Context: an optimization exercise on an open-source flow, tuned for small area, a short achievable clock period and few clock cycles per item. The choices shown serve that exercise and are no tape-out recipe.
Where RTL was checked, it was by simulation tests only, not by an equivalence proof against the original.
No functional check of the RTL was part of run 2.
Power is estimated from default activity; no workload was simulated.

## flow/design.v (module list and top-level ports; edited modules follow where they fit)
// module csa_fa: 9 lines
// module csa_ha: 8 lines
// module binary_neuron: 981 lines
module binary_neuron (
    input  logic                    clk,
    input  logic                    reset,
    input  logic                    in_valid,
    output logic                    in_ready,
    input  logic [320:0]            in_req,
    output logic                    out_valid,
    input  logic                    out_ready,
    output logic [9:0]              out_sum
);
  // ...
==> flow/flow/run.sh <==
#!/bin/bash
# The standard layout (standard.sh: ORFS synthesis to final layout), with
# two changes:
#  - the input and output ports are buffered with the smallest buffer,
#    sky130_fd_sc_hd__buf_1, instead of the cell buffer_ports picks by default
#    (clkdlybuf4s50_1); later repair steps may still resize them;
#  - clock tree synthesis adds no dummy loads to the clock tree, and groups
#    the flip-flops into clusters of up to 15 within 75 um for its leaf
#    buffers (instead of searching for a clustering itself).
set -euo pipefail
export BUFFER_PORTS_ARGS="-buffer_cell sky130_fd_sc_hd__buf_1"
export CTS_ARGS="-sink_clustering_enable -repair_clock_nets -buf_list sky130_fd_sc_hd__clkbuf_8 -dont_use_dummy_load -sink_clustering_size 15 -sink_clustering_max_diameter 75"
bash standard.sh > standard_flow.log 2>&1
==> flow/standard.sh <==
#!/bin/bash
# synth_recipe.tcl (not shown) runs the flow's synth.tcl, then flattens the netlist and writes it again
# the make line also repeats each setting of config.mk as NAME=value (left out here)
make -C /OpenROAD-flow-scripts/flow DESIGN_CONFIG=/design/flow/config.mk WORK_HOME=/design/flow/orfs CLKGATE_MAP_FILE= SYNTH_SCRIPT=/design/flow/synth_recipe.tcl "${@:-finish}"
==> flow/config.mk <==
export PLATFORM = sky130hd
export DESIGN_NAME = binary_neuron
export DESIGN_NICKNAME = binary_neuron
export VERILOG_FILES = /design/flow/design.v
export SDC_FILE = /design/flow/constraint.sdc
export NUM_CORES = 4
export LEC_CHECK = 0
export CAP_MARGIN = 20
export CORE_MARGIN = 2
export CORE_UTILIZATION = 40
export CTS_BUF_LIST = sky130_fd_sc_hd__clkbuf_8
export SLEW_MARGIN = 20
export SYNTH_HIERARCHICAL = 1
export SYNTH_MINIMUM_KEEP_SIZE = 0
==> flow/constraint.sdc <==
create_clock -name core_clock -period 6.0 [get_ports {clk}]
set_input_delay 1.2000 -clock core_clock [delete_from_list [all_inputs] [get_ports {clk}]]
set_output_delay 1.2000 -clock core_clock [all_outputs]
set_load 0.01 [all_outputs]
==> reports/qor.log, run 1 <==
[setup_path] critical path endpoint r2_s269
[setup_path] family with the most delay on the worst path adder cells
[worst_hold_path] Min-Delay Path Class register to register
[synth] ranking of synthesized cells by instance count sky130_fd_sc_hd__fa_1, sky130_fd_sc_hd__nor2_1, sky130_fd_sc_hd__dfxtp_1
[finish] summed area of non-filler cells in the final layout 16800 um2
[run_status] run status complete, no violations
[routing] average wire length per cell after detail routing 17.5 um
[finish] fraction of area in multi-input gates 53.1%
[finish] number of antenna diodes 0
[placed_design] dpl hpwl 30800 um
[placed_design] placement-stage cell area 16500 um2
[worst_hold_path] Cells on Worst Hold Path 0
[finish] area delta synth->final 14.2%
[routing] via count of the routed design 9260
[setup_path] nature of the critical path startpoint register
[finish] Multi-Input Combinational 893
[synth] count of synthesis-stage warnings from yosys 8
[die] std cell rows 70
[power_and_ir_drop] ratio of total power to cell area 480 nW/um2
[synth] share of synthesized cell area in full adder, half adder and majority cells 34.5%
[synth] share of the yosys chip area belonging to registers 38.2%
[clock_tree] clock root cell sky130_fd_sc_hd__clkbuf_8
[die] IO Pins 337
[sta] number of hold-slack violations in the final timing report 0
[setup_path] class of the most critical setup path register to register
[sta] Final Hold Slack 0.327 ns
[clock_tree] # hold bufs at CTS 0
[synth] async set-reset flop share out of synthesis 0%
[setup_path] endpoint arrival time on the critical path 2.88 ns
[finish] number of fill cells 3418
Testbench counts, summed over its fixed seeds: cycles 3,232, items 3,200.
==> run 2: changes to the inputs <==
--- a/flow/design.v
+++ b/flow/design.v
@@ -954,29 +954,36 @@
     logic            result;        
     logic            head_load;     
     logic            q_push, q_pull;
     assign result    = stage_valid[3];
     assign q_empty   = !q_occ[0];
     assign head_load = !out_valid || out_ready;
     assign q_pull    = head_load && !q_empty;
     assign q_push    = result && !(head_load && q_empty);
+    logic [3:0]    q_occ_next;
+    logic            q_empty_sel;   
+    always_comb begin
+        case ({q_push, q_pull})
+            2'b10:   q_occ_next = {q_occ[2:0], 1'b1};
+            2'b01:   q_occ_next = {1'b0, q_occ[3:1]};
+            default: q_occ_next = q_occ;
+        endcase
+    end
     always_ff @(posedge clk) begin
         if (reset) begin
-            q_wr  <= 4'd1;
-            q_rd  <= 4'd1;
-            q_occ <= '0;
+            q_wr        <= 4'd1;
+            q_rd        <= 4'd1;
+            q_occ       <= '0;
+            q_empty_sel <= 1'b1;
         end else begin
             if (q_push) q_wr <= {q_wr[2:0], q_wr[3]};
             if (q_pull) q_rd <= {q_rd[2:0], q_rd[3]};
-            case ({q_push, q_pull})
-                2'b10:   q_occ <= {q_occ[2:0], 1'b1};
-                2'b01:   q_occ <= {1'b0, q_occ[3:1]};
-                default: ;
-            endcase
+            q_occ       <= q_occ_next;
+            q_empty_sel <= !q_occ_next[0];
         end
     end
     always_ff @(posedge clk) begin
         for (int i = 0; i < 4; i++) begin
             if (q_push && q_wr[i]) q_data[i] <= total;
         end
     end
     always_comb begin
@@ -989,12 +996,12 @@
         if (reset) begin
             out_valid <= 1'b0;
         end else if (head_load) begin
             out_valid <= !q_empty || result;
         end
     end
     always_ff @(posedge clk) begin
         if (head_load) begin
-            out_sum <= q_empty ? total : q_head;
+            out_sum <= q_empty_sel ? total : q_head;
         end
     end
 endmodule
==> reports/qor.log, run 2 <==
[run_status] run status complete, no violations
[setup_path] endpoint class of the critical path register
[grt] met1 routing resource usage after global routing 22.7%
[synth] share of the yosys chip area belonging to registers 38.2% [-0.046 points]
[clock_tree] number of instances resized during post-cts repair 0
[die] die area 38500 um2
[routing] Detailed Routing Iterations Pass 1 4
[setup_path] largest driver fanout on the critical path 4
[synth] Syn Std Cell Area 14800 um2
[power_and_ir_drop] ratio of total power to cell area 477 nW/um2 [-0.65%]
[synth] area share of the largest cell type after synthesis 32.9%
[sta] number of hold-slack violations in the final timing report 0 [unchanged]
[finish] final layout net count 2141
[grt] global-route met3 utilization 2.12%
[power_and_ir_drop] maximum vdd drop 0.000294 V
[grt] GRT Total Usage 18.4%
[clock_tree] # hold bufs at CTS 0 [unchanged]
[job] max-cap violations 0
[sta] final cycle utilization of the critical path 41.7%
[routing] Residual DRC 0
[die] placeable core area 36500 um2
[synth] Yosys cell types 34
[synth] Yosys reg bits 257
[synth] most common cell in the netlist sky130_fd_sc_hd__fa_1
[synth] synth top area cells sky130_fd_sc_hd__fa_1, sky130_fd_sc_hd__dfxtp_1, sky130_fd_sc_hd__edfxtp_1, sky130_fd_sc_hd__xnor2_1, sky130_fd_sc_hd__nor2_1
[sta] Final Hold Slack 0.334 ns [+0.00717 ns]
[synth] count of synthesis-stage warnings from yosys 8 [unchanged]
[finish] biggest regs q_data: 40 flops, out_sum: 10 flops, pending: 5 flops
[clock_tree] clock tree buffer depth 3
[sta] setup total negative slack 0 ns
[finish] most frequent cells in the layout sky130_fd_sc_hd__buf_1, sky130_fd_sc_hd__fa_1, sky130_fd_sc_hd__nor2_1, sky130_fd_sc_hd__dfxtp_1, sky130_fd_sc_hd__xnor2_1
[routing] total wirelength of the detailed-routed design 34600 um
[setup_path] class of the most critical setup path primary input to register
[finish] most frequent standard cell in the layout excluding fill and tap cells sky130_fd_sc_hd__buf_1
[clock_tree] number of buffers created by CTS 21
[sta] Final Critical Period 2.50 ns
[grt] initial antenna violation count 0
[setup_path] critical path required time 6.40 ns
[grt] most used routing layer in global routing met2
[worst_hold_path] Min-Delay Path Class register to register
[clock_tree] clock insertion delay at the later pin of the skew report 0.54 ns
[clock_tree] CTS H-tree depth 1
[clock_tree] clock root cell sky130_fd_sc_hd__clkbuf_8
[sta] max_slew headroom 39.7%
[placed_design] placement-stage cell area 16600 um2 [+0.42%]
[clock_tree] count of buffers added by post-CTS timing repair for setup 0
[grt] vias in the first global route 9939
[finish] number of antenna diodes 0 [unchanged]
[sta] max-slew violation total from the final report 0
[routing] remaining number of nets flagged by the antenna check after routing 0
[finish] number of fill cells 3393 [-0.73%]
[synth] predominant post-synthesis flop cell sky130_fd_sc_hd__dfxtp_1
[finish] register with the most flip-flops q_data
[setup_path] nature of the critical path startpoint primary input
[routing] via count of the routed design 9210 [-0.54%]
[finish] ratio of cells with drive above 1 in the final layout 1.74%
[sta] number of failing setup endpoints in the final timing report 0
[synth] largest area contributor in the netlist sky130_fd_sc_hd__fa_1
[routing] count of routing violations after the opening detailed-route iteration 300
[routing] post-DR vias/cell 4.56
[placed_design] dpl hpwl 30300 um [-1.6%]
[synth] ranking of synthesized cells by instance count sky130_fd_sc_hd__fa_1, sky130_fd_sc_hd__nor2_1, sky130_fd_sc_hd__dfxtp_1
[synth] Post-synth EDFFs 50
[setup_path] endpoint arrival time on the critical path 2.90 ns [+0.02 ns]
[grt] maximum number of pins on one net before global-route repair 22
[grt] met2 track demand over resource in global routing 34.9%
[die] DIE HEIGHT 196 um
[clock_tree] clock sinks 257
[clock_tree] CTS clock-pin slew for the worst setup and hold paths 0.09 ns
[power_and_ir_drop] Leakage 6.19 nW
[routing] average wire length per cell after detail routing 17.1 um [-2.3%]
[die] starting density of the core 40.5%
[finish] summed area of non-filler cells in the final layout 16900 um2 [+0.41%]
[synth] mean instance size in the synthesized netlist 12.3 um2
[die] IO Pins 337 [unchanged]
[die] std cell rows 70 [unchanged]
[synth] post-synthesis net count 1792
[synth] instance count of the mapped netlist 1206
[sta] Worst-Margin Slew 0.905 ns
[clock_tree] clock tree from TritonCTS built
[sta] Worst Clk Skew 0.0526 ns
[finish] area delta synth->final 14.2% [about the same]
[grt] wire length of the first global-routing pass 53600 um
[grt] total gr overflow 0
[finish] Largest register FFs 40
[power_and_ir_drop] Total Power Consumption 8.06 mW
[sta] Max Clock Freq 400 MHz
[sta] unrepaired setup endpoints after global routing no
[placed_design] GPL Wtd Cong 0.840
[synth] async set-reset flop share out of synthesis 0% [unchanged]
[die] width of the chip 196 um
[placed_design] IO buf count 336
==> run 2: modules after synthesis, one instance, submodules excluded <==
module | flip-flops and latches | cells
binary_neuron | 257 | 963
csa_fa | 0 | 1
==> run 2: final cells by class <==
| class | count | area [um2] | share of cell area [%] |
|---|---|---|---|
| Clock buffer | 21 | 289 | 1.71 |
| Inverter | 37 | 139 | 0.822 |
| Multi-Input combinational cell | 902 | 8970 | 53.1 |
| Sequential cell | 257 | 5650 | 33.4 |
| Tap cell | 468 | 586 | 3.47 |
| Timing Repair Buffer | 336 | 1260 | 7.47 |
==> run 2: worst max-delay path: stages <==
cell	delay, ns
sky130_fd_sc_hd__buf_1	0.16
sky130_fd_sc_hd__nand2b_1	0.09
sky130_fd_sc_hd__xnor2_1	0.44
sky130_fd_sc_hd__fa_1	0.54
sky130_fd_sc_hd__fa_1	0.46
==> run 2: kinds of logic after synthesis <==
kind of cell	count (synthesis)	share of synthesized area [%]
DFF	257	38.2
muxes	1	0.0761
AOI/OAI and AO/OA	56	2.59
adders and majority gates	261	34.4
and+or+nand+nor	384	11.7
buffers and inverters	47	1.20
xor gates and xnor gates	200	11.8
==> run 2: per-layer routing <==
| metal | routed length [um] | up-vias |
|---|---|---|
| li1 | - | 4526 |
| met1 | 14100 | 4449 |
| met2 | 18700 | 206 |
| met3 | 1220 | 29 |
| met4 | 557 | 0 |
| met5 | 0 | - |
==> run 2: worst paths after layout <==
path	start	endpoint	slack (ns)	cells after the start
max	in_req[97]	r1_s135	3.50	5
min	r2_s157	r3_s157	0.33	0
max reg2reg	r1_c200	r2_s441	3.50	4
min reg2reg	r2_s157	r3_s157	0.33	0
==> run 2: through the flow <==
stage	setup WS (ns)	utilization, %	cells
2_1_floorplan	3.30	-	1206
3_3_place_gp	2.82	45.5	2000
3_5_place_dp	2.85	45.5	2000
4_1_cts	3.40	46.3	2021
5_1_grt	3.34	46.3	2021
6_report	3.50	46.3	2021
==> run 2: power breakdown <==
| part | internal, mW | switching (mW) | leakage, nW | total, mW |
|---|---|---|---|---|
| combinational | 1.97 | 2.32 | 3.83 | 4.29 |
| sequential | 2.60 | 0.344 | 2.20 | 2.94 |
| clock | 0.314 | 0.518 | 0.151 | 0.833 |

re-timing with driven ports:
In the flow no input, the clock included, has a driving cell. The finished layouts below were timed again as built, in two steps.
Step 1 sets driving cells, clkbuf_16 on the clock port and buf_2 on the other inputs (assumed; they add their load-dependent delay and slew).
Step 2 times the ports against the registers' clock, not the clock port: input delays grow and output delays shrink by t, the midpoint of the rising clock arrivals with the driver on.
Slacks: no drivers / after step 1 / after step 2; pairs: no drivers / after step 1.
run	t, ns	slack for setup (ns)	hold slack, ns	clock arrival spread, ns
run 1	0.576	3.514 / 3.514 / 3.088	0.327 / 0.327 / 0.327	0.054 / 0.054
run 2	0.555	3.500 / 3.503 / 2.967	0.334 / 0.334 / 0.334	0.054 / 0.054
After both steps every run listed still meets setup and hold. For run 2, which loses most, drivers alone change the setup slack by +0.003 ns; drivers and shift together by -0.533 ns.
